This is an optimization exercise on Yosys and OpenROAD, whose aim is small area, a short achievable clock period and few clock cycles per item, not a production implementation. Only simulation tests tie the RTL to the original design; equivalence was not proved.

**design/flow/flow/run.sh**
```bash
#!/bin/bash
# Standard layout (bash standard.sh, its synthesis unchanged), with the ports
# buffered by buf_2 cells and timing repair aiming for a larger setup slack.
set -e
cp standard.sh standard.sh.log
export BUFFER_PORTS_ARGS="-buffer_cell sky130_fd_sc_hd__buf_2"
export SETUP_SLACK_MARGIN=9.3
bash standard.sh > standard_run.log 2>&1
```
**design/flow/standard.sh**
```bash
#!/bin/bash
# synth_recipe.tcl (not shown) runs the flow's synth.tcl, then flattens the netlist and writes it again
# the make line also repeats each setting of config.mk as NAME=value (left out here)
make -C /OpenROAD-flow-scripts/flow DESIGN_CONFIG=/design/flow/config.mk WORK_HOME=/design/flow/orfs CLKGATE_MAP_FILE= SYNTH_SCRIPT=/design/flow/synth_recipe.tcl "${@:-finish}"
```
**design/flow/config.mk**
```make
export PLATFORM = sky130hd
export DESIGN_NAME = epoch_seconds_to_date
export DESIGN_NICKNAME = epoch_seconds_to_date
export VERILOG_FILES = /design/flow/design.v
export SDC_FILE = /design/flow/constraint.sdc
export NUM_CORES = 4
export LEC_CHECK = 0
export CAP_MARGIN = 20
export CORE_MARGIN = 2
export CORE_UTILIZATION = 40
export SLEW_MARGIN = 20
export SYNTH_HIERARCHICAL = 1
```
**design/flow/constraint.sdc**
```tcl
create_clock -name core_clock -period 20.0 [get_ports {i_clk}]
set_input_delay 4.0000 -clock core_clock [delete_from_list [all_inputs] [get_ports {i_clk}]]
set_output_delay 4.0000 -clock core_clock [all_outputs]
set_load 0.01 [all_outputs]
```
**design/flow/design.v**
```verilog
`timescale 1ns / 1ps
module epoch_seconds_to_date (
    input  logic        i_clk,
    input  logic        i_rst_n,
    input  logic        start,
    output logic        busy,
    input  logic [31:0] i_epoch_seconds,
    output logic        o_done,
    output logic [11:0] o_year,
    output logic [3:0]  o_month,
    output logic [4:0]  o_day,
    output logic [4:0]  o_hour,
    output logic [5:0]  o_minute,
    output logic [5:0]  o_second
);
    localparam logic [31:0] SKIP_2100 = 32'd4107542400;
    logic [24:0] q;
    logic [0:0]  skip;
    assign q    = i_epoch_seconds[31:7];
    assign skip = i_epoch_seconds >= SKIP_2100;
    logic a1;
    logic a2;
    logic a3;
    logic a4;
    logic a5;
    logic a6;
    logic a7;
    logic a8;
    logic a9;
    logic a10;
    logic a11;
    logic a12;
    logic a13;
    logic a14;
    logic a15;
    logic a16;
    logic a17;
    logic a18;
    logic a19;
    logic a20;
    logic a21;
    logic a22;
    logic a23;
    logic a24;
    logic a25;
    logic a26;
    logic a27;
    logic a28;
    logic a29;
    logic a30;
    logic a31;
    logic a32;
    logic a33;
    logic a34;
    logic a35;
    logic a36;
    logic a37;
    logic a38;
    logic a39;
    logic a40;
    logic a41;
    logic a42;
    logic a43;
    logic a44;
    logic a45;
    logic a46;
    logic a47;
    logic a48;
    logic a49;
    logic a50;
    logic a51;
    logic a52;
    logic a53;
    logic a54;
    logic a55;
    logic a56;
    logic a57;
    logic a58;
    logic a59;
    logic a60;
    logic a61;
    logic a62;
    logic a63;
    logic a64;
    logic a65;
    logic a66;
    logic a67;
    logic a68;
    logic a69;
    logic a70;
    logic a71;
    logic a72;
    logic a73;
    logic a74;
    logic a75;
    logic a76;
    logic a77;
    logic a78;
    logic a79;
    logic a80;
    logic a81;
    logic a82;
    logic a83;
    logic a84;
    logic a85;
    logic a86;
    logic a87;
    logic a88;
    logic a89;
    logic a90;
    logic a91;
    logic a92;
    logic a93;
    logic a94;
    logic a95;
    logic a96;
    logic a97;
    logic a98;
    logic a99;
    logic a100;
    logic a101;
    logic a102;
    logic a103;
    logic a104;
    logic a105;
    logic a106;
    logic a107;
    logic a108;
    logic a109;
    logic a110;
    logic a111;
    logic a112;
    logic a113;
    logic a114;
    logic a115;
    logic a116;
    logic a117;
    logic a118;
    logic a119;
    logic a120;
    logic a121;
    logic a122;
    logic a123;
    logic a124;
    logic a125;
    logic a126;
    logic a127;
    logic a128;
    logic a129;
    logic a130;
    logic a131;
    logic [18:0] dq_a, dq_b, dq_s;
    logic [15:0] dq;
    logic a132;
    logic a133;
    logic a134;
    logic a135;
    logic a136;
    logic a137;
    logic a138;
    logic a139;
    logic [8:0] n_yq_a, n_yq_b, n_yq_s;
    logic [7:0] n_yq;
    logic a140;
    logic a141;
    logic a142;
    logic a143;
    logic a144;
    logic a145;
    logic a146;
    logic a147;
    logic a148;
    logic a149;
    logic a150;
    logic a151;
    logic a152;
    logic a153;
    logic a154;
    logic a155;
    logic a156;
    logic a157;
    logic a158;
    logic a159;
    logic a160;
    logic a161;
    logic a162;
    logic a163;
    logic a164;
    logic a165;
    logic a166;
    logic a167;
    logic a168;
    logic a169;
    logic a170;
    logic a171;
    logic a172;
    logic a173;
    logic a174;
    logic a175;
    logic a176;
    logic a177;
    logic a178;
    logic a179;
    logic a180;
    logic a181;
    logic a182;
    logic a183;
    logic a184;
    logic a185;
    logic a186;
    logic a187;
    logic a188;
    logic a189;
    logic a190;
    logic a191;
    logic a192;
    logic [10:0] n_rem0_n_a, n_rem0_n_b, n_rem0_n_s;
    logic [10:0] n_rem0_n;
    logic [10:0] n_rem0;
    logic a193;
    logic a194;
    logic a195;
    logic a196;
    logic a197;
    logic a198;
    logic a199;
    logic a200;
    logic a201;
    logic a202;
    logic a203;
    logic a204;
    logic a205;
    logic a206;
    logic a207;
    logic a208;
    logic a209;
    logic a210;
    logic a211;
    logic a212;
    logic a213;
    logic a214;
    logic a215;
    logic a216;
    logic a217;
    logic a218;
    logic a219;
    logic a220;
    logic a221;
    logic a222;
    logic a223;
    logic a224;
    logic a225;
    logic a226;
    logic a227;
    logic a228;
    logic a229;
    logic a230;
    logic a231;
    logic a232;
    logic a233;
    logic a234;
    logic a235;
    logic a236;
    logic a237;
    logic a238;
    logic a239;
    logic a240;
    logic a241;
    logic a242;
    logic a243;
    logic a244;
    logic a245;
    logic a246;
    logic a247;
    logic a248;
    logic a249;
    logic a250;
    logic a251;
    logic a252;
    logic a253;
    logic a254;
    logic a255;
    logic a256;
    logic a257;
    logic a258;
    logic a259;
    logic a260;
    logic a261;
    logic a262;
    logic a263;
    logic a264;
    logic a265;
    logic a266;
    logic a267;
    logic a268;
    logic a269;
    logic a270;
    logic a271;
    logic a272;
    logic a273;
    logic a274;
    logic a275;
    logic a276;
    logic a277;
    logic a278;
    logic a279;
    logic a280;
    logic a281;
    logic a282;
    logic a283;
    logic a284;
    logic a285;
    logic a286;
    logic a287;
    logic a288;
    logic a289;
    logic a290;
    logic a291;
    logic a292;
    logic a293;
    logic a294;
    logic a295;
    logic a296;
    logic a297;
    logic a298;
    logic a299;
    logic [12:0] n_doy0_a, n_doy0_b, n_doy0_s;
    logic [9:0] n_doy0;
    esd_ha u_a1 (.a(q[19]), .b(q[16]), .s(a1), .co(a2));
    esd_ha u_a3 (.a(q[20]), .b(q[17]), .s(a3), .co(a4));
    esd_ha u_a5 (.a(q[21]), .b(q[18]), .s(a5), .co(a6));
    esd_ha u_a7 (.a(q[22]), .b(q[19]), .s(a7), .co(a8));
    esd_fa u_a9 (.a(q[21]), .b(q[18]), .c(q[8]), .s(a9), .co(a10));
    esd_fa u_a11 (.a(q[22]), .b(q[19]), .c(q[9]), .s(a11), .co(a12));
    esd_ha u_a13 (.a(q[17]), .b(q[14]), .s(a13), .co(a14));
    esd_fa u_a15 (.a(q[23]), .b(q[20]), .c(q[10]), .s(a15), .co(a16));
    esd_fa u_a17 (.a(q[18]), .b(q[15]), .c(q[8]), .s(a17), .co(a18));
    esd_ha u_a19 (.a(q[24]), .b(q[21]), .s(a19), .co(a20));
    assign a21 = ~q[11];
    esd_fa u_a22 (.a(a1), .b(q[9]), .c(a21), .s(a22), .co(a23));
    esd_ha u_a24 (.a(q[22]), .b(q[12]), .s(a24), .co(a25));
    esd_fa u_a26 (.a(a3), .b(q[10]), .c(a2), .s(a26), .co(a27));
    esd_ha u_a28 (.a(q[23]), .b(q[13]), .s(a28), .co(a29));
    esd_fa u_a30 (.a(a5), .b(q[11]), .c(a4), .s(a30), .co(a31));
    esd_ha u_a32 (.a(q[24]), .b(q[14]), .s(a32), .co(a33));
    esd_fa u_a34 (.a(a7), .b(q[12]), .c(a6), .s(a34), .co(a35));
    esd_fa u_a36 (.a(q[23]), .b(q[20]), .c(q[13]), .s(a36), .co(a37));
    assign a38 = a8 ^ q[15];
    assign a39 = a8 & ~q[15];
    esd_fa u_a40 (.a(q[24]), .b(q[21]), .c(q[14]), .s(a40), .co(a41));
    assign a42 = ~q[17];
    esd_fa u_a43 (.a(q[22]), .b(q[15]), .c(a42), .s(a43), .co(a44));
    esd_ha u_a45 (.a(q[23]), .b(q[16]), .s(a45), .co(a46));
    esd_ha u_a47 (.a(q[24]), .b(q[17]), .s(a47), .co(a48));
    esd_ha u_a49 (.a(q[16]), .b(q[13]), .s(a49), .co(a50));
    assign a51 = ~a11;
    esd_fa u_a52 (.a(a13), .b(q[7]), .c(a51), .s(a52), .co(a53));
    assign a54 = ~a15;
    esd_fa u_a55 (.a(a17), .b(a14), .c(a54), .s(a55), .co(a56));
    assign a57 = ~a19;
    esd_fa u_a58 (.a(a22), .b(a18), .c(a57), .s(a58), .co(a59));
    assign a60 = ~a24;
    esd_fa u_a61 (.a(a26), .b(a23), .c(a60), .s(a61), .co(a62));
    assign a63 = ~a28;
    esd_fa u_a64 (.a(a30), .b(a27), .c(a63), .s(a64), .co(a65));
    assign a66 = ~a32;
    esd_fa u_a67 (.a(a34), .b(a31), .c(a66), .s(a67), .co(a68));
    assign a69 = ~a38;
    esd_fa u_a70 (.a(a36), .b(a35), .c(a69), .s(a70), .co(a71));
    esd_fa u_a72 (.a(a40), .b(q[16]), .c(a37), .s(a72), .co(a73));
    assign a74 = a43 ^ a41;
    assign a75 = a43 | a41;
    assign a76 = ~q[18];
    esd_fa u_a77 (.a(a45), .b(a44), .c(a76), .s(a77), .co(a78));
    assign a79 = ~q[19];
    esd_fa u_a80 (.a(a47), .b(a46), .c(a79), .s(a80), .co(a81));
    assign a82 = ~q[20];
    esd_fa u_a83 (.a(q[18]), .b(a48), .c(a82), .s(a83), .co(a84));
    esd_ha u_a85 (.a(a49), .b(q[6]), .s(a85), .co(a86));
    assign a87 = ~a10;
    esd_fa u_a88 (.a(a52), .b(a50), .c(a87), .s(a88), .co(a89));
    assign a90 = ~a12;
    esd_fa u_a91 (.a(a55), .b(a53), .c(a90), .s(a91), .co(a92));
    assign a93 = ~a16;
    esd_fa u_a94 (.a(a58), .b(a56), .c(a93), .s(a94), .co(a95));
    assign a96 = ~a20;
    esd_fa u_a97 (.a(a61), .b(a59), .c(a96), .s(a97), .co(a98));
    assign a99 = ~a25;
    esd_fa u_a100 (.a(a64), .b(a62), .c(a99), .s(a100), .co(a101));
    assign a102 = ~a29;
    esd_fa u_a103 (.a(a67), .b(a65), .c(a102), .s(a103), .co(a104));
    assign a105 = ~a33;
    esd_fa u_a106 (.a(a70), .b(a68), .c(a105), .s(a106), .co(a107));
    esd_fa u_a108 (.a(a72), .b(a39), .c(a71), .s(a108), .co(a109));
    assign a110 = ~a73;
    esd_fa u_a111 (.a(a74), .b(q[16]), .c(a110), .s(a111), .co(a112));
    assign a113 = a77 ^ a75;
    assign a114 = a77 | a75;
    assign a115 = a80 ^ a78;
    assign a116 = a80 | a78;
    assign a117 = a83 ^ a81;
    assign a118 = a83 | a81;
    esd_fa u_a119 (.a(q[21]), .b(q[19]), .c(a84), .s(a119), .co(a120));
    assign a121 = ~q[21];
    esd_fa u_a122 (.a(q[22]), .b(q[20]), .c(a121), .s(a122), .co(a123));
    assign a124 = ~q[22];
    esd_fa u_a125 (.a(q[23]), .b(q[21]), .c(a124), .s(a125), .co(a126));
    assign a127 = ~q[23];
    esd_fa u_a128 (.a(q[24]), .b(q[22]), .c(a127), .s(a128), .co(a129));
    assign a130 = q[23] ^ q[24];
    assign a131 = q[23] & ~q[24];
    assign dq_a = {~q[24], ~a130, a128, a125, a122, a119, ~a117, ~a115, ~a113, ~a111, a108, a106, a103, a100, a97, a94, a91, a88, a85};
    assign dq_b = {a131, a129, a126, a123, a120, a118, a116, a114, ~a112, a109, a107, a104, a101, a98, a95, a92, a89, a86, ~a9};
    assign dq_s = dq_a + dq_b;
    assign dq = dq_s[18:3];
    esd_ha u_a132 (.a(q[21]), .b(q[17]), .s(a132), .co(a133));
    esd_ha u_a134 (.a(q[22]), .b(q[18]), .s(a134), .co(a135));
    assign a136 = q[23] ^ q[19];
    assign a137 = q[23] | q[19];
    esd_ha u_a138 (.a(q[24]), .b(q[20]), .s(a138), .co(a139));
    assign n_yq_a = {1'b0, q[24], q[23], q[22], q[21], a138, ~a136, a134, a132};
    assign n_yq_b = {1'b0, 1'b0, 1'b0, 1'b0, a139, a137, a135, a133, 1'b1};
    assign n_yq_s = n_yq_a + n_yq_b;
    assign n_yq = n_yq_s[8:1];
    esd_ha u_a140 (.a(dq[7]), .b(dq[6]), .s(a140), .co(a141));
    esd_fa u_a142 (.a(dq[8]), .b(dq[7]), .c(dq[3]), .s(a142), .co(a143));
    esd_fa u_a144 (.a(dq[9]), .b(dq[8]), .c(dq[4]), .s(a144), .co(a145));
    esd_ha u_a146 (.a(dq[2]), .b(dq[0]), .s(a146), .co(a147));
    esd_fa u_a148 (.a(dq[10]), .b(dq[9]), .c(dq[5]), .s(a148), .co(a149));
    assign a150 = ~q[10];
    esd_fa u_a151 (.a(dq[3]), .b(dq[1]), .c(a150), .s(a151), .co(a152));
    esd_ha u_a153 (.a(dq[5]), .b(dq[4]), .s(a153), .co(a154));
    esd_fa u_a155 (.a(dq[6]), .b(dq[5]), .c(dq[1]), .s(a155), .co(a156));
    esd_fa u_a157 (.a(a140), .b(dq[2]), .c(dq[0]), .s(a157), .co(a158));
    esd_fa u_a159 (.a(a142), .b(dq[1]), .c(a141), .s(a159), .co(a160));
    esd_fa u_a161 (.a(a144), .b(a146), .c(a143), .s(a161), .co(a162));
    esd_fa u_a163 (.a(a148), .b(a151), .c(a145), .s(a163), .co(a164));
    esd_ha u_a165 (.a(dq[1]), .b(dq[0]), .s(a165), .co(a166));
    assign a167 = ~q[2];
    esd_fa u_a168 (.a(dq[2]), .b(dq[1]), .c(a167), .s(a168), .co(a169));
    assign a170 = ~q[3];
    esd_fa u_a171 (.a(dq[3]), .b(dq[2]), .c(a170), .s(a171), .co(a172));
    assign a173 = ~q[4];
    esd_fa u_a174 (.a(dq[4]), .b(dq[3]), .c(a173), .s(a174), .co(a175));
    assign a176 = ~q[5];
    esd_fa u_a177 (.a(a153), .b(dq[0]), .c(a176), .s(a177), .co(a178));
    assign a179 = ~q[6];
    esd_fa u_a180 (.a(a155), .b(a154), .c(a179), .s(a180), .co(a181));
    assign a182 = ~q[7];
    esd_fa u_a183 (.a(a157), .b(a156), .c(a182), .s(a183), .co(a184));
    assign a185 = ~q[8];
    esd_fa u_a186 (.a(a159), .b(a158), .c(a185), .s(a186), .co(a187));
    assign a188 = ~q[9];
    esd_fa u_a189 (.a(a161), .b(a160), .c(a188), .s(a189), .co(a190));
    esd_fa u_a191 (.a(a163), .b(a147), .c(a162), .s(a191), .co(a192));
    assign n_rem0_n_a = {a191, a189, a186, a183, a180, a177, a174, a171, a168, a165, ~q[0]};
    assign n_rem0_n_b = {a190, a187, a184, a181, a178, a175, a172, a169, a166, ~q[1], dq[0]};
    assign n_rem0_n_s = n_rem0_n_a + n_rem0_n_b;
    assign n_rem0_n = n_rem0_n_s[10:0];
    assign n_rem0 = ~n_rem0_n;
    esd_ha u_a193 (.a(n_yq[3]), .b(n_yq[1]), .s(a193), .co(a194));
    esd_ha u_a195 (.a(n_yq[4]), .b(n_yq[2]), .s(a195), .co(a196));
    esd_ha u_a197 (.a(n_yq[5]), .b(n_yq[3]), .s(a197), .co(a198));
    esd_ha u_a199 (.a(n_yq[6]), .b(n_yq[4]), .s(a199), .co(a200));
    esd_fa u_a201 (.a(n_yq[7]), .b(n_yq[5]), .c(n_yq[2]), .s(a201), .co(a202));
    assign a203 = n_yq[0] ^ n_yq[2];
    assign a204 = n_yq[0] | n_yq[2];
    esd_ha u_a205 (.a(n_yq[2]), .b(n_yq[0]), .s(a205), .co(a206));
    esd_ha u_a207 (.a(n_yq[5]), .b(n_yq[7]), .s(a207), .co(a208));
    assign a209 = ~n_yq[6];
    esd_fa u_a210 (.a(a195), .b(a194), .c(a209), .s(a210), .co(a211));
    esd_fa u_a212 (.a(a197), .b(n_yq[0]), .c(a196), .s(a212), .co(a213));
    esd_fa u_a214 (.a(a199), .b(n_yq[1]), .c(a198), .s(a214), .co(a215));
    assign a216 = ~n_yq[0];
    esd_fa u_a217 (.a(a201), .b(a200), .c(a216), .s(a217), .co(a218));
    esd_ha u_a219 (.a(a203), .b(skip[0]), .s(a219), .co(a220));
    esd_fa u_a221 (.a(n_yq[1]), .b(n_yq[3]), .c(a204), .s(a221), .co(a222));
    assign a223 = ~n_yq[0];
    esd_fa u_a224 (.a(n_yq[2]), .b(n_yq[4]), .c(a223), .s(a224), .co(a225));
    assign a226 = ~n_yq[1];
    esd_fa u_a227 (.a(n_yq[3]), .b(n_yq[5]), .c(a226), .s(a227), .co(a228));
    assign a229 = ~a205;
    esd_fa u_a230 (.a(n_yq[4]), .b(n_yq[6]), .c(a229), .s(a230), .co(a231));
    assign a232 = ~a207;
    esd_fa u_a233 (.a(a193), .b(a206), .c(a232), .s(a233), .co(a234));
    assign a235 = ~a210;
    esd_ha u_a236 (.a(a208), .b(a235), .s(a236), .co(a237));
    assign a238 = ~n_yq[7];
    esd_fa u_a239 (.a(a212), .b(a211), .c(a238), .s(a239), .co(a240));
    assign a241 = a214 ^ a213;
    assign a242 = a214 | a213;
    assign a243 = a217 ^ a215;
    assign a244 = a217 | a215;
    esd_ha u_a245 (.a(a94), .b(a92), .s(a245), .co(a246));
    esd_fa u_a247 (.a(a97), .b(a95), .c(a220), .s(a247), .co(a248));
    assign a249 = ~a224;
    esd_fa u_a250 (.a(a100), .b(a98), .c(a249), .s(a250), .co(a251));
    assign a252 = ~a227;
    esd_fa u_a253 (.a(a103), .b(a101), .c(a252), .s(a253), .co(a254));
    assign a255 = ~a230;
    esd_fa u_a256 (.a(a106), .b(a104), .c(a255), .s(a256), .co(a257));
    esd_fa u_a258 (.a(a108), .b(a107), .c(a233), .s(a258), .co(a259));
    assign a260 = ~a111;
    esd_fa u_a261 (.a(a109), .b(a234), .c(a260), .s(a261), .co(a262));
    esd_fa u_a263 (.a(a113), .b(a112), .c(a237), .s(a263), .co(a264));
    assign a265 = ~a115;
    esd_fa u_a266 (.a(a114), .b(a240), .c(a265), .s(a266), .co(a267));
    assign a268 = ~a117;
    esd_fa u_a269 (.a(a116), .b(a242), .c(a268), .s(a269), .co(a270));
    esd_ha u_a271 (.a(a245), .b(a219), .s(a271), .co(a272));
    assign a273 = ~a221;
    esd_fa u_a274 (.a(a247), .b(a246), .c(a273), .s(a274), .co(a275));
    assign a276 = ~a222;
    esd_fa u_a277 (.a(a250), .b(a248), .c(a276), .s(a277), .co(a278));
    assign a279 = ~a225;
    esd_fa u_a280 (.a(a253), .b(a251), .c(a279), .s(a280), .co(a281));
    assign a282 = ~a228;
    esd_fa u_a283 (.a(a256), .b(a254), .c(a282), .s(a283), .co(a284));
    assign a285 = ~a231;
    esd_fa u_a286 (.a(a258), .b(a257), .c(a285), .s(a286), .co(a287));
    assign a288 = ~a236;
    esd_fa u_a289 (.a(a261), .b(a259), .c(a288), .s(a289), .co(a290));
    assign a291 = ~a263;
    esd_fa u_a292 (.a(a239), .b(a262), .c(a291), .s(a292), .co(a293));
    assign a294 = ~a266;
    esd_fa u_a295 (.a(a241), .b(a264), .c(a294), .s(a295), .co(a296));
    assign a297 = ~a243;
    esd_fa u_a298 (.a(a269), .b(a267), .c(a297), .s(a298), .co(a299));
    assign n_doy0_a = {a298, ~a295, a292, a289, a286, a283, a280, a277, a274, a271, a91, a88, a85};
    assign n_doy0_b = {~a296, a293, a290, a287, a284, a281, a278, a275, a272, 1'b1, a89, a86, ~a9};
    assign n_doy0_s = n_doy0_a + n_doy0_b;
    assign n_doy0 = n_doy0_s[12:3];
    logic        r_vld;
    logic [10:0] r_rem0;
    logic [9:0]  r_doy0;
    logic [7:0]  r_yq;
    logic [6:0]  r_s7;        
    always_ff @(posedge i_clk) begin
        if (!i_rst_n) r_vld <= 1'b0;
        else          r_vld <= start;
    end
    always_ff @(posedge i_clk) begin
        r_rem0 <= n_rem0;
        r_doy0 <= n_doy0;
        r_yq   <= n_yq;
        r_s7   <= i_epoch_seconds[6:0];
    end
    logic        negr;
    logic        negy;
    logic        lz;
    logic        wrap;
    logic [8:0]  doyb;
    logic [8:0]  base;
    logic [3:0]  mp;          
    logic [8:0]  mstart;
    logic        jf;          
    logic [11:0] year_m1, year_0, year_p1;
    assign negr = r_rem0[10];
    assign negy = r_doy0[9];
    assign lz   = r_yq[1:0] == 2'd0;
    assign doyb = lz ? r_doy0[8:0] + 9'd366 : r_doy0[8:0] + 9'd365;
    assign base = negy ? doyb : r_doy0[8:0];
    assign wrap = negr && (base == 9'd0);
    assign year_m1 = 12'd1967 + 12'(r_yq);
    assign year_0  = 12'd1968 + 12'(r_yq);
    assign year_p1 = 12'd1969 + 12'(r_yq);
    always_comb begin
        mp = 4'd0;
        if (negr ? base >= 9'd32 : base >= 9'd31) mp = 4'd1;
        if (negr ? base >= 9'd62 : base >= 9'd61) mp = 4'd2;
        if (negr ? base >= 9'd93 : base >= 9'd92) mp = 4'd3;
        if (negr ? base >= 9'd123 : base >= 9'd122) mp = 4'd4;
        if (negr ? base >= 9'd154 : base >= 9'd153) mp = 4'd5;
        if (negr ? base >= 9'd185 : base >= 9'd184) mp = 4'd6;
        if (negr ? base >= 9'd215 : base >= 9'd214) mp = 4'd7;
        if (negr ? base >= 9'd246 : base >= 9'd245) mp = 4'd8;
        if (negr ? base >= 9'd276 : base >= 9'd275) mp = 4'd9;
        if (negr ? base >= 9'd307 : base >= 9'd306) mp = 4'd10;
        if (negr ? base >= 9'd338 : base >= 9'd337) mp = 4'd11;
        if (wrap) mp = 4'd11;
        case (mp)
            4'd0:    mstart = 9'd0;
            4'd1:    mstart = 9'd31;
            4'd2:    mstart = 9'd61;
            4'd3:    mstart = 9'd92;
            4'd4:    mstart = 9'd122;
            4'd5:    mstart = 9'd153;
            4'd6:    mstart = 9'd184;
            4'd7:    mstart = 9'd214;
            4'd8:    mstart = 9'd245;
            4'd9:    mstart = 9'd275;
            4'd10:   mstart = 9'd306;
            default: mstart = 9'd337;
        endcase
    end
    logic [13:0] u;
    logic [15:0] x;
    logic w1;
    logic w2;
    logic w3;
    logic w4;
    logic w5;
    logic w6;
    logic w7;
    logic w8;
    logic w9;
    logic w10;
    logic w11;
    logic w12;
    logic w13;
    logic w14;
    logic w15;
    logic w16;
    logic w17;
    logic w18;
    logic w19;
    logic w20;
    logic w21;
    logic w22;
    logic w23;
    logic w24;
    logic w25;
    logic w26;
    logic w27;
    logic w28;
    logic w29;
    logic w30;
    logic w31;
    logic w32;
    logic w33;
    logic w34;
    logic w35;
    logic w36;
    logic w37;
    logic w38;
    logic w39;
    logic w40;
    logic w41;
    logic w42;
    logic w43;
    logic w44;
    logic w45;
    logic w46;
    logic w47;
    logic w48;
    logic w49;
    logic w50;
    logic w51;
    logic w52;
    logic w53;
    logic w54;
    logic w55;
    logic w56;
    logic w57;
    logic w58;
    logic w59;
    logic w60;
    logic w61;
    logic w62;
    logic w63;
    logic w64;
    logic w65;
    logic w66;
    logic w67;
    logic w68;
    logic w69;
    logic w70;
    logic w71;
    logic w72;
    logic w73;
    logic w74;
    logic w75;
    logic [13:0] h0_a, h0_b, h0_s;
    logic [4:0] h0;
    logic w76;
    logic w77;
    logic w78;
    logic w79;
    logic w80;
    logic w81;
    logic w82;
    logic w83;
    logic w84;
    logic w85;
    logic w86;
    logic w87;
    logic w88;
    logic w89;
    logic w90;
    logic w91;
    logic w92;
    logic w93;
    logic w94;
    logic w95;
    logic w96;
    logic w97;
    logic w98;
    logic w99;
    logic w100;
    logic w101;
    logic w102;
    logic w103;
    logic w104;
    logic w105;
    logic w106;
    logic w107;
    logic w108;
    logic w109;
    logic w110;
    logic w111;
    logic w112;
    logic w113;
    logic w114;
    logic w115;
    logic w116;
    logic w117;
    logic w118;
    logic w119;
    logic w120;
    logic w121;
    logic w122;
    logic w123;
    logic w124;
    logic w125;
    logic w126;
    logic w127;
    logic w128;
    logic w129;
    logic w130;
    logic w131;
    logic w132;
    logic w133;
    logic w134;
    logic w135;
    logic w136;
    logic w137;
    logic w138;
    logic w139;
    logic w140;
    logic w141;
    logic w142;
    logic [11:0] mt0_a, mt0_b, mt0_s;
    logic [5:0] mt0;
    assign u = {r_rem0, r_s7[6:4]};
    assign x = {r_rem0, r_s7[6:2]};
    esd_ha u_w1 (.a(u[9]), .b(u[7]), .s(w1), .co(w2));
    esd_fa u_w3 (.a(u[10]), .b(u[8]), .c(u[7]), .s(w3), .co(w4));
    esd_ha u_w5 (.a(u[3]), .b(u[0]), .s(w5), .co(w6));
    esd_fa u_w7 (.a(u[11]), .b(u[9]), .c(u[8]), .s(w7), .co(w8));
    esd_ha u_w9 (.a(u[4]), .b(u[1]), .s(w9), .co(w10));
    esd_fa u_w11 (.a(u[12]), .b(u[10]), .c(u[9]), .s(w11), .co(w12));
    esd_ha u_w13 (.a(u[5]), .b(u[2]), .s(w13), .co(w14));
    esd_fa u_w15 (.a(u[11]), .b(u[10]), .c(u[6]), .s(w15), .co(w16));
    assign w17 = ~u[3];
    esd_ha u_w18 (.a(u[13]), .b(w17), .s(w18), .co(w19));
    esd_fa u_w20 (.a(u[12]), .b(u[11]), .c(u[7]), .s(w20), .co(w21));
    esd_fa u_w22 (.a(u[12]), .b(u[8]), .c(u[5]), .s(w22), .co(w23));
    esd_ha u_w24 (.a(w1), .b(u[6]), .s(w24), .co(w25));
    esd_fa u_w26 (.a(w3), .b(w5), .c(w2), .s(w26), .co(w27));
    esd_fa u_w28 (.a(w7), .b(w9), .c(w4), .s(w28), .co(w29));
    esd_fa u_w30 (.a(w11), .b(w13), .c(w8), .s(w30), .co(w31));
    esd_fa u_w32 (.a(w15), .b(w12), .c(w14), .s(w32), .co(w33));
    assign w34 = ~u[4];
    esd_fa u_w35 (.a(w20), .b(w16), .c(w34), .s(w35), .co(w36));
    esd_fa u_w37 (.a(w22), .b(w21), .c(u[4]), .s(w37), .co(w38));
    esd_fa u_w39 (.a(u[9]), .b(u[6]), .c(w23), .s(w39), .co(w40));
    esd_ha u_w41 (.a(u[10]), .b(u[7]), .s(w41), .co(w42));
    esd_ha u_w43 (.a(u[11]), .b(u[8]), .s(w43), .co(w44));
    esd_ha u_w45 (.a(u[12]), .b(u[9]), .s(w45), .co(w46));
    esd_ha u_w47 (.a(w24), .b(u[2]), .s(w47), .co(w48));
    assign w49 = w26 ^ w25;
    assign w50 = w26 | w25;
    esd_fa u_w51 (.a(w28), .b(w6), .c(w27), .s(w51), .co(w52));
    esd_fa u_w53 (.a(w30), .b(w10), .c(w29), .s(w53), .co(w54));
    assign w55 = ~w18;
    esd_fa u_w56 (.a(w32), .b(w31), .c(w55), .s(w56), .co(w57));
    assign w58 = ~w19;
    esd_fa u_w59 (.a(w35), .b(w33), .c(w58), .s(w59), .co(w60));
    assign w61 = ~u[13];
    esd_fa u_w62 (.a(w37), .b(w36), .c(w61), .s(w62), .co(w63));
    assign w64 = ~u[13];
    esd_fa u_w65 (.a(w39), .b(w38), .c(w64), .s(w65), .co(w66));
    assign w67 = w41 ^ w40;
    assign w68 = w41 | w40;
    assign w69 = w43 ^ w42;
    assign w70 = w43 | w42;
    assign w71 = w45 ^ w44;
    assign w72 = w45 | w44;
    assign w73 = ~u[13];
    esd_fa u_w74 (.a(u[10]), .b(w46), .c(w73), .s(w74), .co(w75));
    assign h0_a = {~u[12], ~u[11], w74, ~w71, ~w69, ~w67, w65, w62, w59, w56, w53, w51, ~w49, w47};
    assign h0_b = {u[11], w75, w72, w70, w68, w66, w63, w60, w57, w54, w52, w50, w48, ~u[13]};
    assign h0_s = h0_a + h0_b;
    assign h0 = h0_s[13:9];
    esd_ha u_w76 (.a(x[11]), .b(x[7]), .s(w76), .co(w77));
    esd_ha u_w78 (.a(x[12]), .b(x[8]), .s(w78), .co(w79));
    esd_ha u_w80 (.a(x[13]), .b(x[9]), .s(w80), .co(w81));
    esd_ha u_w82 (.a(x[14]), .b(x[10]), .s(w82), .co(w83));
    esd_fa u_w84 (.a(x[11]), .b(x[7]), .c(x[3]), .s(w84), .co(w85));
    esd_ha u_w86 (.a(x[12]), .b(x[8]), .s(w86), .co(w87));
    esd_ha u_w88 (.a(x[13]), .b(x[9]), .s(w88), .co(w89));
    esd_ha u_w90 (.a(x[14]), .b(x[10]), .s(w90), .co(w91));
    esd_ha u_w92 (.a(x[14]), .b(x[10]), .s(w92), .co(w93));
    assign w94 = ~x[15];
    esd_fa u_w95 (.a(w76), .b(x[3]), .c(w94), .s(w95), .co(w96));
    esd_fa u_w97 (.a(w78), .b(x[4]), .c(x[0]), .s(w97), .co(w98));
    esd_fa u_w99 (.a(w80), .b(x[5]), .c(x[1]), .s(w99), .co(w100));
    esd_fa u_w101 (.a(w82), .b(x[6]), .c(x[2]), .s(w101), .co(w102));
    assign w103 = ~x[15];
    esd_fa u_w104 (.a(w84), .b(w83), .c(w103), .s(w104), .co(w105));
    esd_fa u_w106 (.a(w86), .b(x[4]), .c(w85), .s(w106), .co(w107));
    esd_fa u_w108 (.a(w88), .b(x[5]), .c(w87), .s(w108), .co(w109));
    esd_fa u_w110 (.a(w90), .b(x[6]), .c(w89), .s(w110), .co(w111));
    esd_fa u_w112 (.a(x[11]), .b(x[7]), .c(w91), .s(w112), .co(w113));
    esd_ha u_w114 (.a(x[12]), .b(x[8]), .s(w114), .co(w115));
    esd_ha u_w116 (.a(x[13]), .b(x[9]), .s(w116), .co(w117));
    esd_ha u_w118 (.a(w92), .b(x[6]), .s(w118), .co(w119));
    assign w120 = w95 ^ w93;
    assign w121 = w95 | w93;
    esd_fa u_w122 (.a(w97), .b(w77), .c(w96), .s(w122), .co(w123));
    esd_fa u_w124 (.a(w99), .b(w79), .c(w98), .s(w124), .co(w125));
    esd_fa u_w126 (.a(w101), .b(w81), .c(w100), .s(w126), .co(w127));
    assign w128 = w104 ^ w102;
    assign w129 = w104 | w102;
    assign w130 = w106 ^ w105;
    assign w131 = w106 | w105;
    assign w132 = w108 ^ w107;
    assign w133 = w108 | w107;
    assign w134 = w110 ^ w109;
    assign w135 = w110 | w109;
    assign w136 = ~x[15];
    esd_fa u_w137 (.a(w112), .b(w111), .c(w136), .s(w137), .co(w138));
    assign w139 = w114 ^ w113;
    assign w140 = w114 | w113;
    assign w141 = w116 ^ w115;
    assign w142 = w116 | w115;
    assign mt0_a = {~w141, ~w139, w137, ~w134, ~w132, ~w130, ~w128, w126, w124, w122, ~w120, w118};
    assign mt0_b = {w140, w138, w135, w133, w131, w129, w127, w125, w123, w121, w119, x[2]};
    assign mt0_s = mt0_a + mt0_b;
    assign mt0 = mt0_s[11:6];
    assign busy     = 1'b0;
    assign o_done   = r_vld;
    assign jf       = mp >= 4'd10;
    assign o_year   = (jf == (negy || wrap)) ? year_0 : (jf ? year_p1 : year_m1);
    assign o_month  = jf ? mp - 4'd9 : mp + 4'd3;
    assign o_day    = wrap ? 5'd28 + 5'(lz) : 5'(base) - 5'(mstart) + 5'(!negr);
    assign o_hour   = h0 + (negr ? 5'd24 : 5'd0);
    assign o_minute = mt0 + {h0[3:0], 2'b00};
    assign o_second = {x[3:0] + mt0[3:0], r_s7[1:0]};
endmodule
module esd_fa (
    input  logic a,
    input  logic b,
    input  logic c,
    output logic s,
    output logic co
);
    assign s  = a ^ b ^ c;
    assign co = (a & b) | (a & c) | (b & c);
endmodule
module esd_ha (
    input  logic a,
    input  logic b,
    output logic s,
    output logic co
);
    assign s  = a ^ b;
    assign co = a & b;
endmodule
```
==> out/summary.md, run 1 <==
- **status** finished clean
- **post-synthesis sequential area ratio** 0.0877
- **library cell used as clock root buffer** clkbuf_16
- **number of register bits inferred by synthesis** 37
- **die area** 22300 um^2
- **post-synthesis instance area** 8440 um^2
- **post-layout net count** 1257
- **Total Routed Length** 17800 um
- **Placed Cells** 1214
- **pre-CTS worst setup slack** 9280 ps
- **Required @ worst endpoint** 20230 ps
- **horizontal die dimension** 149 um
- **count of final setup violators** 0
- **number of optimization iterations in the first detailed-route pass** 5
- **dominant combinational cell family by area after synthesis** adder cells
- **dpl cell area** 9070 um^2
- **core outline area** 20900 um^2
- **synthesized instance count** 878
- **wire length of the first global-routing pass** 30300 um
- **period utilisation layout** 0.513
- **proportion of synthesized flip-flops having asynchronous set or reset** 0
- **count of non-filler cells in the finished layout** 1222
- **Data arrival, critical path** 10490 ps
- **maximum fanout count along the critical path** 10
- **Final Max Tran Viols** 0
- **number of enable flip-flop cells after synthesis** 0
- **initial antenna violation count** 0
- **adder and majority gate portion of the synthesized area** 0.515
- **buffers inserted by post-CTS timing repair** 0
- **end-of-flow core utilization** 0.443
- **drt initial violations** 337
- **GRT Total Usage** 0.168
- **leading register cell type out of synthesis** dfxtp_1
- **number of hold buffers added after cts** 0
- **area overhead of the layout relative to synthesis** 9.59%
- **Resized Gates After CTS** 0
- **DRC violation count after routing** 0
- **kind of capture point of the worst setup path** flop
- **antenna violation net count after detailed routing** 0
- **routed length per placed instance** 14.6 um
- **number of buffers inserted during clock tree synthesis** 5
- **proportion of layout cells with a drive suffix above 1** 0.116
- **post-layout worst setup margin** 9740 ps
- **met3 global-route usage** 0.0116
- **placed wire-length estimate** 15400 um
- **num ports** 75
- **quantity of I/O buffers inserted on ports** 73
- **simple-gate portion of the synthesized area** 0.0997
- **unique cell type count in the Yosys netlist** 78
- **endpoints failing hold** 0
- **residual overflow from global routing** 0
- **average cell area after synthesis** 9.62 um^2
- **number of maximum-capacitance constraint violations** 0
- **initial cell density of the core** 0.404
- **largest net degree at the start of global routing** 21
- **maximum buffer depth of the clock tree** 2
- **setup repair after global routing missed its margin** yes
- **global route hottest layer** met2
- **RD Place Congestion** 0.848
- **final critical delay including setup and external delays** 10260 ps
- **final total negative setup slack** 0 ps
- **relative max-transition margin** 0.432
- **synthesized net count** 1189
- **Clock transition at path regs** 60 ps
- **type of origin of the critical path** primary input
- **class of the tightest hold or removal check** in2reg
- **clock tree from TritonCTS** yes
- **CTS Sinks** 37
- **top achievable clock speed** 97.5 MHz
- **number of global-route vias before repair** 6250
- **XOR/XNOR Fraction of Synth Area** 0.0741
- **complex-gate fraction of the synthesized area** 0.130
- **number of vias after detailed routing** 6183
- **floorplan die height** 149 um
- **GR Layer Usage met1** 0.232
- **via/cell ratio** 5.06
- **number of standard-cell rows in the floorplan** 53
- **antenna diode count** 0
- **Setup CP Type** in2reg
- **mux share of post-synthesis cell area** 0.0124
- **post-route design area** 9250 um^2
- **Fin Hold WS** 3810 ps
- **H-tree Lvls** 2
- **transition time at the pin with the least slew margin** 846 ps
- **number of synthesis warnings** 7
- **GR Util met2** 0.289
==> cells in the final DEF (no fill, tap or decap), types with 4 or more instances in the layout <==
cell and instances:
o31a_1 4, nand4_1 5, a31oi_1 7, nor2_1 40
fa_1 119, nand3_1 10, xor2_1 21, or3_1 7
inv_1 159, a211oi_1 5, o211ai_1 7, nand2_1 27
or2_2 6, o21ai_0 24, nor3_1 13, and3_1 5
xnor2_1 45, nor2b_1 14, dfxtp_1 36, a21oi_1 36
o21ai_1 4, nand2b_1 6, a21o_1 12, o21a_1 13
mux2i_1 6, ha_1 157, and2_1 4, buf_2 73
o31ai_1 6, clkbuf_16 5
==> layout make-up <==
cell class	count	area [um^2]
timing repair buffer	73	365
sequential	37	742
clock buffer	5	125
fill	2080	11600
clock inverter	3	46.3
multi-input combinational	669	7030
tap	275	344
inverter	160	601
==> sequential cells by signal (all words and copies together) (netlist names) <==
register and flops:
r_doy0 10, r_rem0 11, r_s7 7, r_vld 1, r_yq 8
==> critical path, stage by stage <==
cell	delay, ps
buf_2	190
fa_1	550
inv_1	50
fa_1	460
fa_1	540
ha_1	220
and3b_1	180
o21a_1	180
or2_2	300
a21oi_1	290
o21ai_1	210
o211ai_1	300
nand3b_1	180
xor2_1	320
fa_1	480
fa_1	510
fa_1	490
ha_1	330
a21boi_0	150
or4_1	480
nand3_1	90
==> layer usage <==
metal	up-vias	wire (um)	share of wire
li1	3079	-	-
met1	2972	8490	0.48
met2	115	8520	0.48
met3	17	553	0.031
met4	0	224	0.013
met5	-	0	0
==> worst paths after layout <==
kind | start | to | cells after the start
worst min-delay path | i_epoch_seconds[1] | r_s7[1] | 1
worst max-delay path | i_epoch_seconds[29] | r_rem0[10] | 21
==> per-module statistics from Yosys (local to each module, per instance) <==
module	copies in the design	area, um^2	flops+latches	cells
esd_fa	113	20.0	0	1
epoch_seconds_to_date	1	5540	37	714
esd_ha	51	12.5	0	1
==> logic make-up after synthesis <==
logic type,Yosys count
simple gates,158
compound gates,155
other cells,1
buf+inv,172
mux,10
fa+ha+maj,276
flops,37
xor+xnor,69
==> cells in the mapped netlist (7+ instances only) <==
master / instances / area [um^2]
xor2_1: 21 / 184
o21ai_0: 27 / 135
inv_1: 159 / 597
nor3_1: 14 / 70.1
o211ai_1: 7 / 52.6
nor2_1: 40 / 150
a31oi_1: 7 / 43.8
nor2b_1: 14 / 87.6
o21a_1: 13 / 97.6
a21oi_1: 36 / 180
nand2_1: 27 / 101
xnor2_1: 46 / 403
ha_1: 157 / 1960
a21o_1: 12 / 90.1
dfxtp_1: 37 / 741
or3_1: 7 / 43.8
fa_1: 119 / 2380
nand3_1: 10 / 50.1
Testbench counts, summed over its fixed seeds: cycles 3,208, items 3,200.
==> inputs of run 2 (changes only) <==
--- a/design/flow/design.v
+++ b/design/flow/design.v
@@ -214,11 +214,11 @@
     logic a190;
     logic a191;
     logic a192;
+    logic a193;
+    logic a194;
     logic [10:0] n_rem0_n_a, n_rem0_n_b, n_rem0_n_s;
     logic [10:0] n_rem0_n;
     logic [10:0] n_rem0;
-    logic a193;
-    logic a194;
     logic a195;
     logic a196;
     logic a197;
@@ -324,6 +324,8 @@
     logic a297;
     logic a298;
     logic a299;
+    logic a300;
+    logic a301;
     logic [12:0] n_doy0_a, n_doy0_b, n_doy0_s;
     logic [9:0] n_doy0;
     esd_ha u_a1 (.a(q[19]), .b(q[16]), .s(a1), .co(a2));
@@ -422,112 +424,114 @@
     assign n_yq_b = {1'b0, 1'b0, 1'b0, 1'b0, a139, a137, a135, a133, 1'b1};
     assign n_yq_s = n_yq_a + n_yq_b;
     assign n_yq = n_yq_s[8:1];
-    esd_ha u_a140 (.a(dq[7]), .b(dq[6]), .s(a140), .co(a141));
-    esd_fa u_a142 (.a(dq[8]), .b(dq[7]), .c(dq[3]), .s(a142), .co(a143));
-    esd_fa u_a144 (.a(dq[9]), .b(dq[8]), .c(dq[4]), .s(a144), .co(a145));
-    esd_ha u_a146 (.a(dq[2]), .b(dq[0]), .s(a146), .co(a147));
-    esd_fa u_a148 (.a(dq[10]), .b(dq[9]), .c(dq[5]), .s(a148), .co(a149));
-    assign a150 = ~q[10];
-    esd_fa u_a151 (.a(dq[3]), .b(dq[1]), .c(a150), .s(a151), .co(a152));
-    esd_ha u_a153 (.a(dq[5]), .b(dq[4]), .s(a153), .co(a154));
-    esd_fa u_a155 (.a(dq[6]), .b(dq[5]), .c(dq[1]), .s(a155), .co(a156));
-    esd_fa u_a157 (.a(a140), .b(dq[2]), .c(dq[0]), .s(a157), .co(a158));
-    esd_fa u_a159 (.a(a142), .b(dq[1]), .c(a141), .s(a159), .co(a160));
-    esd_fa u_a161 (.a(a144), .b(a146), .c(a143), .s(a161), .co(a162));
-    esd_fa u_a163 (.a(a148), .b(a151), .c(a145), .s(a163), .co(a164));
-    esd_ha u_a165 (.a(dq[1]), .b(dq[0]), .s(a165), .co(a166));
-    assign a167 = ~q[2];
-    esd_fa u_a168 (.a(dq[2]), .b(dq[1]), .c(a167), .s(a168), .co(a169));
-    assign a170 = ~q[3];
-    esd_fa u_a171 (.a(dq[3]), .b(dq[2]), .c(a170), .s(a171), .co(a172));
-    assign a173 = ~q[4];
-    esd_fa u_a174 (.a(dq[4]), .b(dq[3]), .c(a173), .s(a174), .co(a175));
-    assign a176 = ~q[5];
-    esd_fa u_a177 (.a(a153), .b(dq[0]), .c(a176), .s(a177), .co(a178));
-    assign a179 = ~q[6];
-    esd_fa u_a180 (.a(a155), .b(a154), .c(a179), .s(a180), .co(a181));
-    assign a182 = ~q[7];
-    esd_fa u_a183 (.a(a157), .b(a156), .c(a182), .s(a183), .co(a184));
-    assign a185 = ~q[8];
-    esd_fa u_a186 (.a(a159), .b(a158), .c(a185), .s(a186), .co(a187));
-    assign a188 = ~q[9];
-    esd_fa u_a189 (.a(a161), .b(a160), .c(a188), .s(a189), .co(a190));
-    esd_fa u_a191 (.a(a163), .b(a147), .c(a162), .s(a191), .co(a192));
-    assign n_rem0_n_a = {a191, a189, a186, a183, a180, a177, a174, a171, a168, a165, ~q[0]};
-    assign n_rem0_n_b = {a190, a187, a184, a181, a178, a175, a172, a169, a166, ~q[1], dq[0]};
+    assign a140 = ~q[0];
+    assign a141 = ~q[1];
+    esd_fa u_a142 (.a(a141), .b(dq[0]), .c(dq[1]), .s(a142), .co(a143));
+    assign a144 = ~q[2];
+    esd_fa u_a145 (.a(a144), .b(dq[1]), .c(dq[2]), .s(a145), .co(a146));
+    assign a147 = ~q[3];
+    esd_fa u_a148 (.a(a147), .b(dq[2]), .c(dq[3]), .s(a148), .co(a149));
+    assign a150 = ~q[4];
+    esd_fa u_a151 (.a(a150), .b(dq[3]), .c(dq[4]), .s(a151), .co(a152));
+    assign a153 = ~q[5];
+    esd_fa u_a154 (.a(a153), .b(dq[0]), .c(dq[4]), .s(a154), .co(a155));
+    esd_fa u_a156 (.a(dq[5]), .b(a152), .c(a154), .s(a156), .co(a157));
+    assign a158 = ~q[6];
+    esd_fa u_a159 (.a(a158), .b(dq[1]), .c(dq[5]), .s(a159), .co(a160));
+    esd_fa u_a161 (.a(dq[6]), .b(a155), .c(a159), .s(a161), .co(a162));
+    assign a163 = ~q[7];
+    esd_fa u_a164 (.a(a163), .b(dq[0]), .c(dq[2]), .s(a164), .co(a165));
+    esd_fa u_a166 (.a(dq[6]), .b(a164), .c(dq[7]), .s(a166), .co(a167));
+    esd_fa u_a168 (.a(a160), .b(a166), .c(a162), .s(a168), .co(a169));
+    assign a170 = ~q[8];
+    esd_fa u_a171 (.a(a170), .b(dq[1]), .c(dq[3]), .s(a171), .co(a172));
+    esd_fa u_a173 (.a(a165), .b(dq[7]), .c(a171), .s(a173), .co(a174));
+    esd_fa u_a175 (.a(dq[8]), .b(a167), .c(a173), .s(a175), .co(a176));
+    assign a177 = ~q[9];
+    esd_fa u_a178 (.a(a177), .b(dq[0]), .c(dq[2]), .s(a178), .co(a179));
+    esd_fa u_a180 (.a(dq[4]), .b(a178), .c(a172), .s(a180), .co(a181));
+    esd_fa u_a182 (.a(dq[8]), .b(dq[9]), .c(a180), .s(a182), .co(a183));
+    esd_fa u_a184 (.a(a174), .b(a182), .c(a176), .s(a184), .co(a185));
+    assign a186 = ~q[10];
+    esd_fa u_a187 (.a(a186), .b(dq[1]), .c(dq[3]), .s(a187), .co(a188));
+    esd_fa u_a189 (.a(dq[5]), .b(a179), .c(a187), .s(a189), .co(a190));
+    esd_fa u_a191 (.a(dq[9]), .b(dq[10]), .c(a181), .s(a191), .co(a192));
+    esd_fa u_a193 (.a(a189), .b(a183), .c(a191), .s(a193), .co(a194));
+    assign n_rem0_n_a = {a185, a184, a169, a168, a157, a156, a149, a146, a143, a142, a140};
+    assign n_rem0_n_b = {a193, 1'b0, a175, 1'b0, a161, 1'b0, a151, a148, a145, 1'b0, dq[0]};
     assign n_rem0_n_s = n_rem0_n_a + n_rem0_n_b;
     assign n_rem0_n = n_rem0_n_s[10:0];
     assign n_rem0 = ~n_rem0_n;
-    esd_ha u_a193 (.a(n_yq[3]), .b(n_yq[1]), .s(a193), .co(a194));
-    esd_ha u_a195 (.a(n_yq[4]), .b(n_yq[2]), .s(a195), .co(a196));
-    esd_ha u_a197 (.a(n_yq[5]), .b(n_yq[3]), .s(a197), .co(a198));
-    esd_ha u_a199 (.a(n_yq[6]), .b(n_yq[4]), .s(a199), .co(a200));
-    esd_fa u_a201 (.a(n_yq[7]), .b(n_yq[5]), .c(n_yq[2]), .s(a201), .co(a202));
-    assign a203 = n_yq[0] ^ n_yq[2];
-    assign a204 = n_yq[0] | n_yq[2];
-    esd_ha u_a205 (.a(n_yq[2]), .b(n_yq[0]), .s(a205), .co(a206));
-    esd_ha u_a207 (.a(n_yq[5]), .b(n_yq[7]), .s(a207), .co(a208));
-    assign a209 = ~n_yq[6];
-    esd_fa u_a210 (.a(a195), .b(a194), .c(a209), .s(a210), .co(a211));
-    esd_fa u_a212 (.a(a197), .b(n_yq[0]), .c(a196), .s(a212), .co(a213));
-    esd_fa u_a214 (.a(a199), .b(n_yq[1]), .c(a198), .s(a214), .co(a215));
-    assign a216 = ~n_yq[0];
-    esd_fa u_a217 (.a(a201), .b(a200), .c(a216), .s(a217), .co(a218));
-    esd_ha u_a219 (.a(a203), .b(skip[0]), .s(a219), .co(a220));
-    esd_fa u_a221 (.a(n_yq[1]), .b(n_yq[3]), .c(a204), .s(a221), .co(a222));
-    assign a223 = ~n_yq[0];
-    esd_fa u_a224 (.a(n_yq[2]), .b(n_yq[4]), .c(a223), .s(a224), .co(a225));
-    assign a226 = ~n_yq[1];
-    esd_fa u_a227 (.a(n_yq[3]), .b(n_yq[5]), .c(a226), .s(a227), .co(a228));
-    assign a229 = ~a205;
-    esd_fa u_a230 (.a(n_yq[4]), .b(n_yq[6]), .c(a229), .s(a230), .co(a231));
-    assign a232 = ~a207;
-    esd_fa u_a233 (.a(a193), .b(a206), .c(a232), .s(a233), .co(a234));
-    assign a235 = ~a210;
-    esd_ha u_a236 (.a(a208), .b(a235), .s(a236), .co(a237));
-    assign a238 = ~n_yq[7];
-    esd_fa u_a239 (.a(a212), .b(a211), .c(a238), .s(a239), .co(a240));
-    assign a241 = a214 ^ a213;
-    assign a242 = a214 | a213;
-    assign a243 = a217 ^ a215;
-    assign a244 = a217 | a215;
-    esd_ha u_a245 (.a(a94), .b(a92), .s(a245), .co(a246));
-    esd_fa u_a247 (.a(a97), .b(a95), .c(a220), .s(a247), .co(a248));
-    assign a249 = ~a224;
-    esd_fa u_a250 (.a(a100), .b(a98), .c(a249), .s(a250), .co(a251));
-    assign a252 = ~a227;
-    esd_fa u_a253 (.a(a103), .b(a101), .c(a252), .s(a253), .co(a254));
-    assign a255 = ~a230;
-    esd_fa u_a256 (.a(a106), .b(a104), .c(a255), .s(a256), .co(a257));
-    esd_fa u_a258 (.a(a108), .b(a107), .c(a233), .s(a258), .co(a259));
-    assign a260 = ~a111;
-    esd_fa u_a261 (.a(a109), .b(a234), .c(a260), .s(a261), .co(a262));
-    esd_fa u_a263 (.a(a113), .b(a112), .c(a237), .s(a263), .co(a264));
-    assign a265 = ~a115;
-    esd_fa u_a266 (.a(a114), .b(a240), .c(a265), .s(a266), .co(a267));
-    assign a268 = ~a117;
-    esd_fa u_a269 (.a(a116), .b(a242), .c(a268), .s(a269), .co(a270));
-    esd_ha u_a271 (.a(a245), .b(a219), .s(a271), .co(a272));
-    assign a273 = ~a221;
-    esd_fa u_a274 (.a(a247), .b(a246), .c(a273), .s(a274), .co(a275));
-    assign a276 = ~a222;
-    esd_fa u_a277 (.a(a250), .b(a248), .c(a276), .s(a277), .co(a278));
-    assign a279 = ~a225;
-    esd_fa u_a280 (.a(a253), .b(a251), .c(a279), .s(a280), .co(a281));
-    assign a282 = ~a228;
-    esd_fa u_a283 (.a(a256), .b(a254), .c(a282), .s(a283), .co(a284));
-    assign a285 = ~a231;
-    esd_fa u_a286 (.a(a258), .b(a257), .c(a285), .s(a286), .co(a287));
-    assign a288 = ~a236;
-    esd_fa u_a289 (.a(a261), .b(a259), .c(a288), .s(a289), .co(a290));
-    assign a291 = ~a263;
-    esd_fa u_a292 (.a(a239), .b(a262), .c(a291), .s(a292), .co(a293));
-    assign a294 = ~a266;
-    esd_fa u_a295 (.a(a241), .b(a264), .c(a294), .s(a295), .co(a296));
-    assign a297 = ~a243;
-    esd_fa u_a298 (.a(a269), .b(a267), .c(a297), .s(a298), .co(a299));
-    assign n_doy0_a = {a298, ~a295, a292, a289, a286, a283, a280, a277, a274, a271, a91, a88, a85};
-    assign n_doy0_b = {~a296, a293, a290, a287, a284, a281, a278, a275, a272, 1'b1, a89, a86, ~a9};
+    esd_ha u_a195 (.a(n_yq[3]), .b(n_yq[1]), .s(a195), .co(a196));
+    esd_ha u_a197 (.a(n_yq[4]), .b(n_yq[2]), .s(a197), .co(a198));
+    esd_ha u_a199 (.a(n_yq[5]), .b(n_yq[3]), .s(a199), .co(a200));
+    esd_ha u_a201 (.a(n_yq[6]), .b(n_yq[4]), .s(a201), .co(a202));
+    esd_fa u_a203 (.a(n_yq[7]), .b(n_yq[5]), .c(n_yq[2]), .s(a203), .co(a204));
+    assign a205 = n_yq[0] ^ n_yq[2];
+    assign a206 = n_yq[0] | n_yq[2];
+    esd_ha u_a207 (.a(n_yq[2]), .b(n_yq[0]), .s(a207), .co(a208));
+    esd_ha u_a209 (.a(n_yq[5]), .b(n_yq[7]), .s(a209), .co(a210));
+    assign a211 = ~n_yq[6];
+    esd_fa u_a212 (.a(a197), .b(a196), .c(a211), .s(a212), .co(a213));
+    esd_fa u_a214 (.a(a199), .b(n_yq[0]), .c(a198), .s(a214), .co(a215));
+    esd_fa u_a216 (.a(a201), .b(n_yq[1]), .c(a200), .s(a216), .co(a217));
+    assign a218 = ~n_yq[0];
+    esd_fa u_a219 (.a(a203), .b(a202), .c(a218), .s(a219), .co(a220));
+    esd_ha u_a221 (.a(a205), .b(skip[0]), .s(a221), .co(a222));
+    esd_fa u_a223 (.a(n_yq[1]), .b(n_yq[3]), .c(a206), .s(a223), .co(a224));
+    assign a225 = ~n_yq[0];
+    esd_fa u_a226 (.a(n_yq[2]), .b(n_yq[4]), .c(a225), .s(a226), .co(a227));
+    assign a228 = ~n_yq[1];
+    esd_fa u_a229 (.a(n_yq[3]), .b(n_yq[5]), .c(a228), .s(a229), .co(a230));
+    assign a231 = ~a207;
+    esd_fa u_a232 (.a(n_yq[4]), .b(n_yq[6]), .c(a231), .s(a232), .co(a233));
+    assign a234 = ~a209;
+    esd_fa u_a235 (.a(a195), .b(a208), .c(a234), .s(a235), .co(a236));
+    assign a237 = ~a212;
+    esd_ha u_a238 (.a(a210), .b(a237), .s(a238), .co(a239));
+    assign a240 = ~n_yq[7];
+    esd_fa u_a241 (.a(a214), .b(a213), .c(a240), .s(a241), .co(a242));
+    assign a243 = a216 ^ a215;
+    assign a244 = a216 | a215;
+    assign a245 = a219 ^ a217;
+    assign a246 = a219 | a217;
+    esd_ha u_a247 (.a(a94), .b(a92), .s(a247), .co(a248));
+    esd_fa u_a249 (.a(a97), .b(a95), .c(a222), .s(a249), .co(a250));
+    assign a251 = ~a226;
+    esd_fa u_a252 (.a(a100), .b(a98), .c(a251), .s(a252), .co(a253));
+    assign a254 = ~a229;
+    esd_fa u_a255 (.a(a103), .b(a101), .c(a254), .s(a255), .co(a256));
+    assign a257 = ~a232;
+    esd_fa u_a258 (.a(a106), .b(a104), .c(a257), .s(a258), .co(a259));
+    esd_fa u_a260 (.a(a108), .b(a107), .c(a235), .s(a260), .co(a261));
+    assign a262 = ~a111;
+    esd_fa u_a263 (.a(a109), .b(a236), .c(a262), .s(a263), .co(a264));
+    esd_fa u_a265 (.a(a113), .b(a112), .c(a239), .s(a265), .co(a266));
+    assign a267 = ~a115;
+    esd_fa u_a268 (.a(a114), .b(a242), .c(a267), .s(a268), .co(a269));
+    assign a270 = ~a117;
+    esd_fa u_a271 (.a(a116), .b(a244), .c(a270), .s(a271), .co(a272));
+    esd_ha u_a273 (.a(a247), .b(a221), .s(a273), .co(a274));
+    assign a275 = ~a223;
+    esd_fa u_a276 (.a(a249), .b(a248), .c(a275), .s(a276), .co(a277));
+    assign a278 = ~a224;
+    esd_fa u_a279 (.a(a252), .b(a250), .c(a278), .s(a279), .co(a280));
+    assign a281 = ~a227;
+    esd_fa u_a282 (.a(a255), .b(a253), .c(a281), .s(a282), .co(a283));
+    assign a284 = ~a230;
+    esd_fa u_a285 (.a(a258), .b(a256), .c(a284), .s(a285), .co(a286));
+    assign a287 = ~a233;
+    esd_fa u_a288 (.a(a260), .b(a259), .c(a287), .s(a288), .co(a289));
+    assign a290 = ~a238;
+    esd_fa u_a291 (.a(a263), .b(a261), .c(a290), .s(a291), .co(a292));
+    assign a293 = ~a265;
+    esd_fa u_a294 (.a(a241), .b(a264), .c(a293), .s(a294), .co(a295));
+    assign a296 = ~a268;
+    esd_fa u_a297 (.a(a243), .b(a266), .c(a296), .s(a297), .co(a298));
+    assign a299 = ~a245;
+    esd_fa u_a300 (.a(a271), .b(a269), .c(a299), .s(a300), .co(a301));
+    assign n_doy0_a = {a300, ~a297, a294, a291, a288, a285, a282, a279, a276, a273, a91, a88, a85};
+    assign n_doy0_b = {~a298, a295, a292, a289, a286, a283, a280, a277, a274, 1'b1, a89, a86, ~a9};
     assign n_doy0_s = n_doy0_a + n_doy0_b;
     assign n_doy0 = n_doy0_s[12:3];
     logic        r_vld;
--- a/design/flow/flow/run.sh
+++ b/design/flow/flow/run.sh
@@ -4,5 +4,5 @@
 set -e
 cp standard.sh standard.sh.log
 export BUFFER_PORTS_ARGS="-buffer_cell sky130_fd_sc_hd__buf_2"
-export SETUP_SLACK_MARGIN=9.3
+export SETUP_SLACK_MARGIN=9.6
 bash standard.sh > standard_run.log 2>&1
==> out/summary.md, run 2 <==
- **status** finished clean
- **adder and majority gate portion of the synthesized area** 0.510
- **worst-path cell with the longest stage delay** dfxtp_1
- **final total negative setup slack** 0 ps
- **setup repair after global routing missed its margin** no
- **number of standard-cell rows in the floorplan** 53
- **Final Max Tran Viols** 0
- **gate family responsible for the most delay along the worst path** compound AO/OA/AOI/OAI gates
- **proportion of synthesized flip-flops having asynchronous set or reset** 0
- **library cell with the highest instance count after synthesis** inv_1
- **Clock transition at path regs** 50 ps
- **multi-input combinational cell area** 7030 um^2
- **wire length of the first global-routing pass** 29700 um
- **leading register cell type out of synthesis** dfxtp_1
- **max reg flops** 11
- **top register by number of flip-flops** r_rem0
- **synthesized net count** 1171
- **synthesized instance count** 866
- **number of optimization iterations in the first detailed-route pass** 5
- **commonest cells after routing, fill and taps aside** 149 x inv_1, 148 x ha_1, 122 x fa_1
- **post-synthesis instance area** 8420 um^2
- **proportion of layout cells with a drive suffix above 1** 0.124
- **number of maximum-capacitance constraint violations** 0
- **antenna diode count** 0
- **floorplan die height** 149 um
- **relative max-transition margin** 0.483
- **final critical delay including setup and external delays** 9810 ps
- **num ports** 75
- **Setup CP Type** reg2out
- **DRC violation count after routing** 0
- **post-layout net count** 1237
- **maximum fanout count along the critical path** 13
- **Data arrival, critical path** 5810 ps
- **commonest non-fill, non-tap cell in the layout** inv_1
- **largest registers** r_rem0 (11), r_doy0 (10), r_yq (8)
- **clock tree from TritonCTS** yes
- **simple-gate portion of the synthesized area** 0.0982
- **top achievable clock speed** 102 MHz
- **complex-gate fraction of the synthesized area** 0.134
- **routed length per placed instance** 14.1 um
- **post-synthesis sequential area ratio** 0.0880
- **end-of-flow core utilization** 0.442
- **quantity of I/O buffers inserted on ports** 73
- **post-route design area** 9190 um^2
- **number of vias after detailed routing** 6055
- **average cell area after synthesis** 9.72 um^2
- **number of register bits inferred by synthesis** 37
- **transition time at the pin with the least slew margin** 770 ps
- **die area** 22200 um^2
- **Reg area** 742 um^2
- **Required @ worst endpoint** 16000 ps
- **GRT Total Usage** 0.163
- **Buf/Inv on CP** 5
- **number of hold buffers added after cts** 0
- **cell types occupying the most area after synthesis** fa_1 29%, ha_1 22%, dfxtp_1 8.8%
- **library cell used as clock root buffer** clkbuf_16
- **period utilisation layout** 0.491
- **fraction of post-synthesis cell area in the top cell type by area** 0.290
- **core outline area** 20800 um^2
- **number of fillers in the final layout** 2043
- **number of buffers inserted during clock tree synthesis** 5
- **RD Place Congestion** 0.853
- **maximum cell stage delay along the critical path** 540 ps
- **count of final setup violators** 0
- **area overhead of the layout relative to synthesis** 9.20%
- **class of the tightest hold or removal check** in2reg
- **dominant combinational cell family by area after synthesis** adder cells
- **maximum buffer depth of the clock tree** 2
- **number of global-route vias before repair** 6217
- **placed wire-length estimate** 14800 um
- **most area-hungry cell type in the Yosys netlist** fa_1
- **Total Routed Length** 17000 um
- **XOR/XNOR Fraction of Synth Area** 0.0773
- **buffers inserted by post-CTS timing repair** 0
- **unique cell type count in the Yosys netlist** 79
- **dpl cell area** 9040 um^2
- **Resized Gates After CTS** 0
- **number of enable flip-flop cells after synthesis** 0
- **residual overflow from global routing** 0
- **H-tree Lvls** 2
- **mux share of post-synthesis cell area** 0.0138
- **drt initial violations** 224
- **kind of capture point of the worst setup path** output pin
- **initial cell density of the core** 0.404
- **largest net degree at the start of global routing** 22
- **leading cell types by count after synthesis** 149 x inv_1, 148 x ha_1, 122 x fa_1
- **number of synthesis warnings** 7
- **endpoints failing hold** 0
- **horizontal die dimension** 149 um
- **CTS Sinks** 37
- **initial antenna violation count** 0
- **via/cell ratio** 5.01
- **antenna violation net count after detailed routing** 0
- **type of origin of the critical path** flop
run 2: worst paths after layout:
path,cells after the start,slack (ps),end,start
max,28,10190,o_day[4],r_doy0[1]
min,1,3820,r_s7[4],i_epoch_seconds[4]
run 2: cell families (layout without fill, tap and decap cells):
group / Yosys count / count (layout)
adders and majority gates: 270 / 270
DFF: 37 / 37
xor gates and xnor gates: 71 / 71
AOI/OAI and AO/OA: 152 / 152
other: 1 / 1
muxes: 10 / 10
buffers and inverters: 166 / 233
and+or+nand+nor: 159 / 159
run 2: modules after synthesis (local to each module, per instance):
module | area (um^2) | copies in the design | cells
esd_ha | 12.5 | 47 | 1
epoch_seconds_to_date | 5490 | 1 | 702
esd_fa | 20.0 | 117 | 1
run 2: cell type report:
type / instances / share of cell area
multi-input combinational: 663 / 0.765
sequential: 37 / 0.0807
inverter: 151 / 0.0616
timing repair buffer: 74 / 0.0406
tap: 275 / 0.0374
clock buffer: 6 / 0.0140
clock inverter: 2 / 0.00109
run 2: metrics by stage:
step                std cells  hold slack, ps  setup slack (ps)
floorplan                 866            4030             10630
global placement         1200            4100             10140
detailed placement       1200            4100             10040
CTS                      1208            3810             10010
global route             1208            3810              9630
finish                   1208            3820             10190
run 2: metal layers:
metal / up-vias / GRT usage / routed length (um)
li1: 3027 / - / -
met1: 2931 / 0.232 / 8270
met2: 90 / 0.281 / 8240
met3: 7 / 0.00550 / 324
met4: 0 / 0.0300 / 140
met5: - / 0 / 0
Testbench counts of run 2, summed over its fixed seeds: cycles 3,208, items 3,200.

separate check: timing with driven ports:
The results above use ideal ports. As a check the final layouts listed here were re-extracted and re-timed, cells and wires unchanged. Step 1 (the two cells are an assumption about what drives the block):
set clk [get_ports {i_clk}]
set_driving_cell -lib_cell sky130_fd_sc_hd__clkbuf_16 $clk
set_driving_cell -lib_cell sky130_fd_sc_hd__buf_2 [delete_from_list [all_inputs] $clk]
Step 2 moves the port delays by t, midway between the first and last clock arrival at a register: inputs arrive t later, outputs are due t later. That takes back most of the time a late clock gives input paths. a / b / c = ideal ports / drivers / drivers and shift; a / b = the first two.
| run | t, ns | setup slack, ns | hold slack, ns | clock arrival spread, ns |
|---|---|---|---|---|
| run 1 | 0.323 | 9.743 / 9.758 / 9.435 | 3.809 / 3.800 / 4.123 | 0.003 / 0.004 |
| run 2 | 0.312 | 10.189 / 10.154 / 10.012 | 3.817 / 3.803 / 4.116 | 0.005 / 0.005 |
After both steps setup and hold are still met in every run listed. For run 1, which loses most, drivers alone change the setup slack by +0.015 ns; drivers and shift together by -0.308 ns.
